Context: an optimization exercise on an open-source flow, tuned for small area, a short achievable clock period and few clock cycles per item. The choices shown serve that exercise and are no tape-out recipe. In this exercise RTL edits were held to simulation tests only and were not proved equivalent to the original.

## roce_pkt_gen_top
module roce_pkt_gen_top (
  input  logic                    core_clk,
  input  logic                    core_aresetn,
  input  logic                    start_i,
  input  logic [47:0]             src_mac_i,
  input  logic [31:0]             src_ip_i,
  input  logic                    cfg_we_i,
  input  logic [2-1:0]    cfg_qp_i,
  input  logic [47:0]             cfg_mac_i,
  input  logic [31:0]             cfg_ip_i,
  input  logic [23:0]             cfg_psn_i,
  input  logic [512-1:0]      wqe_tdata_i,
  input  logic                    wqe_tvalid_i,
  input  logic                    tx_tready_i,
  output logic [512-1:0]      tx_tdata_o,
  output logic [64-1:0]  tx_tkeep_o,
  output logic                    tx_tvalid_o,
  output logic                    tx_tlast_o,
  output logic                    post_rd_wqe_o,
  output logic                    post_wr_wqe_o,
  output logic                    send_done_o,
  output logic                    read_done_o,
  output logic                    write_done_o
);
  function automatic logic [15:0] oc_add(input logic [15:0] a, input logic [15:0] b);
    logic [15:0] p, g, gp, pp, gn, pn;
    logic [15:0] c;
    p  = a ^ b;
    g  = a & b;
    gp = g;
    pp = p;
    for (int d = 1; d < 16; d = d * 2) begin
      gn = gp;
      pn = pp;
      for (int i = d; i < 16; i++) begin
        gn[i] = gp[i] | (pp[i] & gp[i-d]);
        pn[i] = pp[i] & pp[i-d];
      end
      gp = gn;
      pp = pn;
    end
    c[0] = gp[15];
    for (int i = 1; i < 16; i++) begin
      c[i] = gp[i-1] | (pp[i-1] & gp[15]);
    end
    oc_add = p ^ c;
  endfunction
  function automatic logic [23:0] add24(input logic [23:0] a, input logic [23:0] b);
    logic [23:0] p, g, gp, pp, gn, pn;
  ...
For scale: ~2,300 cells after synthesis, ~1,300 I/O pins.
clock: 10.0 ns
lec_check: 0
cap_margin: 20
core_area: 10 10 450 450
die_area: 0 0 460 460
slew_margin: 20
standard.sh (not shown) runs the stock make flow with config.mk's settings and CLKGATE_MAP_FILE= SYNTH_SCRIPT=/design/flow/synth_recipe.tcl, a recipe that flattens the netlist after the stock synthesis.
==> flow/flow/run.sh <==
#!/bin/bash
set -euo pipefail
export SETUP_SLACK_MARGIN=6.5
export BUFFER_PORTS_ARGS="-buffer_cell sky130_fd_sc_hd__buf_1"
export CTS_ARGS="-sink_clustering_enable -repair_clock_nets -dont_use_dummy_load -sink_clustering_size 20 -buf_list {sky130_fd_sc_hd__clkbuf_4 sky130_fd_sc_hd__clkbuf_8 sky130_fd_sc_hd__clkbuf_16}"
bash standard.sh > flow_standard.log 2>&1
Testbench counts at the start, summed over its fixed seeds: cycles 2,987, frames 768.
Rerun with:
==> flow/flow/run.sh (replaced) <==
#!/bin/bash
# Standard ORFS layout, with a larger setup margin for repair_timing and
# the smallest buffer on the ports.
set -euo pipefail
export SETUP_SLACK_MARGIN=6.2
export BUFFER_PORTS_ARGS="-buffer_cell sky130_fd_sc_hd__buf_1"
bash standard.sh > flow_standard.log 2>&1
After rerunning:
- via count came out lower by 0.34%
- routed wire length falls by 1.5%
- die area is unchanged
- utilization drops by 0.42 points
- setup slack loses 0.064 ns
- fmax decreases by 1.7%
- synthesized cell count does not change
- worst hold slack improved by 0.0036 ns
- cell area went down by 1.9%
Rerun with:
==> flow/flow/run.sh (replaced) <==
#!/bin/bash
# Standard ORFS layout, with a larger setup margin for repair_timing and
# the smallest buffer on the ports.
set -euo pipefail
export SETUP_SLACK_MARGIN=6.5
export BUFFER_PORTS_ARGS="-buffer_cell sky130_fd_sc_hd__buf_1"
bash standard.sh > flow_standard.log 2>&1
=> The changed run ran to the end with no violations; worst setup slack is better by 0.084 ns; clock skew is lower by 0.021 ns; hold slack is about the same; die area stays the same.
Rerun with:
==> flow/flow/run.sh (replaced) <==
#!/bin/bash
set -euo pipefail
export SETUP_SLACK_MARGIN=6.5
export BUFFER_PORTS_ARGS="-buffer_cell sky130_fd_sc_hd__buf_1"
export CTS_ARGS="-sink_clustering_enable -repair_clock_nets -dont_use_dummy_load"
bash standard.sh > flow_standard.log 2>&1
Outcome: Cell area fell by 2.3%; worst setup slack got worse by 0.020 ns; global-route usage barely changes; via count went down by 0.80%; sequential cell count is unchanged.


## v9
Another version of the RTL of roce_pkt_gen_top (not shown whole).
Size: ~2300 cells after synthesis, about 720 flip-flops, about 0.033 mm² of cells after synthesis.
// roce_pkt_gen_top
module roce_pkt_gen_top (
  input  logic                    core_clk,
  input  logic                    core_aresetn,
  input  logic                    start_i,
  input  logic [47:0]             src_mac_i,
  input  logic [31:0]             src_ip_i,
  input  logic                    cfg_we_i,
  input  logic [2-1:0]    cfg_qp_i,
  input  logic [47:0]             cfg_mac_i,
  input  logic [31:0]             cfg_ip_i,
  input  logic [23:0]             cfg_psn_i,
  input  logic [512-1:0]      wqe_tdata_i,
  input  logic                    wqe_tvalid_i,
  input  logic                    tx_tready_i,
  output logic [512-1:0]      tx_tdata_o,
  output logic [64-1:0]  tx_tkeep_o,
  output logic                    tx_tvalid_o,
  output logic                    tx_tlast_o,
  output logic                    post_rd_wqe_o,
  output logic                    post_wr_wqe_o,
  output logic                    send_done_o,
  output logic                    read_done_o,
  output logic                    write_done_o
);
==> flow/config.mk <==
export PLATFORM = sky130hd
export DESIGN_NAME = roce_pkt_gen_top
export DESIGN_NICKNAME = roce_pkt_gen_top
export VERILOG_FILES = /design/flow/design.v
export SDC_FILE = /design/flow/constraint.sdc
export NUM_CORES = 4
export LEC_CHECK = 0
export CAP_MARGIN = 20
export CORE_AREA = 10 10 450 450
export DIE_AREA = 0 0 460 460
export SLEW_MARGIN = 20
==> flow/constraint.sdc <==
create_clock -name core_clock -period 10.0 [get_ports {core_clk}]
set_input_delay 2.0000 -clock core_clock [delete_from_list [all_inputs] [get_ports {core_clk}]]
set_output_delay 2.0000 -clock core_clock [all_outputs]
set_load 0.01 [all_outputs]
==> flow/flow/run.sh <==
#!/bin/bash
# Standard ORFS layout with tighter optimisation targets and small port buffers.
set -euo pipefail
export SETUP_SLACK_MARGIN=6.5
export BUFFER_PORTS_ARGS="-buffer_cell sky130_fd_sc_hd__buf_1"
bash standard.sh > flow_standard.log 2>&1
v9 finished every stage and its layout cleared the timing, DRC and antenna checks.
Testbench counts of v9, summed over its fixed seeds: cycles 2,913, frames 768.
Relative to v9, the following input files were edited for v25:
# v9
export LEC_CHECK = 0
export CAP_MARGIN = 20
export CORE_AREA = 10 10 450 450
export DIE_AREA = 0 0 460 460
export SLEW_MARGIN = 20
create_clock -name core_clock -period 10.0 [get_ports {core_clk}]
# v25
export LEC_CHECK = 0
export CAP_MARGIN = 20
export CORE_AREA = 10 10 290 290
export DIE_AREA = 0 0 300 300
export SLEW_MARGIN = 20
create_clock -name core_clock -period 10.0 [get_ports {core_clk}]
Notes after the runs:
Looking at the logs for v9 and v25, the single run that did not finish was v25.
v25 never completed, since it errored out during I/O pin placement.
Reported for v9 and v25, count of cell types in the netlist turned out identical to the last digit.
From v9 to v25 the numbers moved as follows: post-synthesis simple-gate area fraction about even, number of standard-cell rows in the floorplan has decreased, average size of a mapped cell flat.
Synthesized area came out exactly the same in v9 and v25.
Compared v25 vs v9, and die extent in y is down in v25.
Re xor and xnor area share after synthesis: no difference whatsoever between v25 and v9.
v25 ends up with a die boundary width that is about 35% lower than in v9.
v25 vs v9 — initial cell density of the core rose 25 points.

## what the ideal ports hide
Ports are ideal in the flow. The routed layouts listed here were re-timed in OpenROAD. Step 1 sets driving cells, clkbuf_16 on the clock port and buf_2 on the other inputs (assumed; they add their load-dependent delay and slew). Step 2 also shifts input and output timing later by t, the mid clock arrival at the registers, as if the neighbouring blocks saw the same clock. Three values: ideal, step 1, step 2; two values: the first two.
run | t (ns) | setup WS [ns] | latest minus earliest clock arrival (ns)
the first run of note 1 | 0.782 | 6.366 / 6.350 / 5.672 | 0.091 / 0.091
the second run of note 1 | 0.794 | 6.302 / 6.291 / 5.536 | 0.074 / 0.074
the third run of note 1 | 0.813 | 6.386 / 6.313 / 5.680 | 0.058 / 0.058
the fourth run of note 1 | 0.782 | 6.366 / 6.350 / 5.672 | 0.091 / 0.091
v9 | 0.758 | 0.723 / 0.723 / 0.723 | 0.039 / 0.039
After both steps every run listed still meets setup and hold. For the second run of note 1, which loses most, drivers alone change the setup slack by -0.011 ns; drivers and shift together by -0.766 ns.
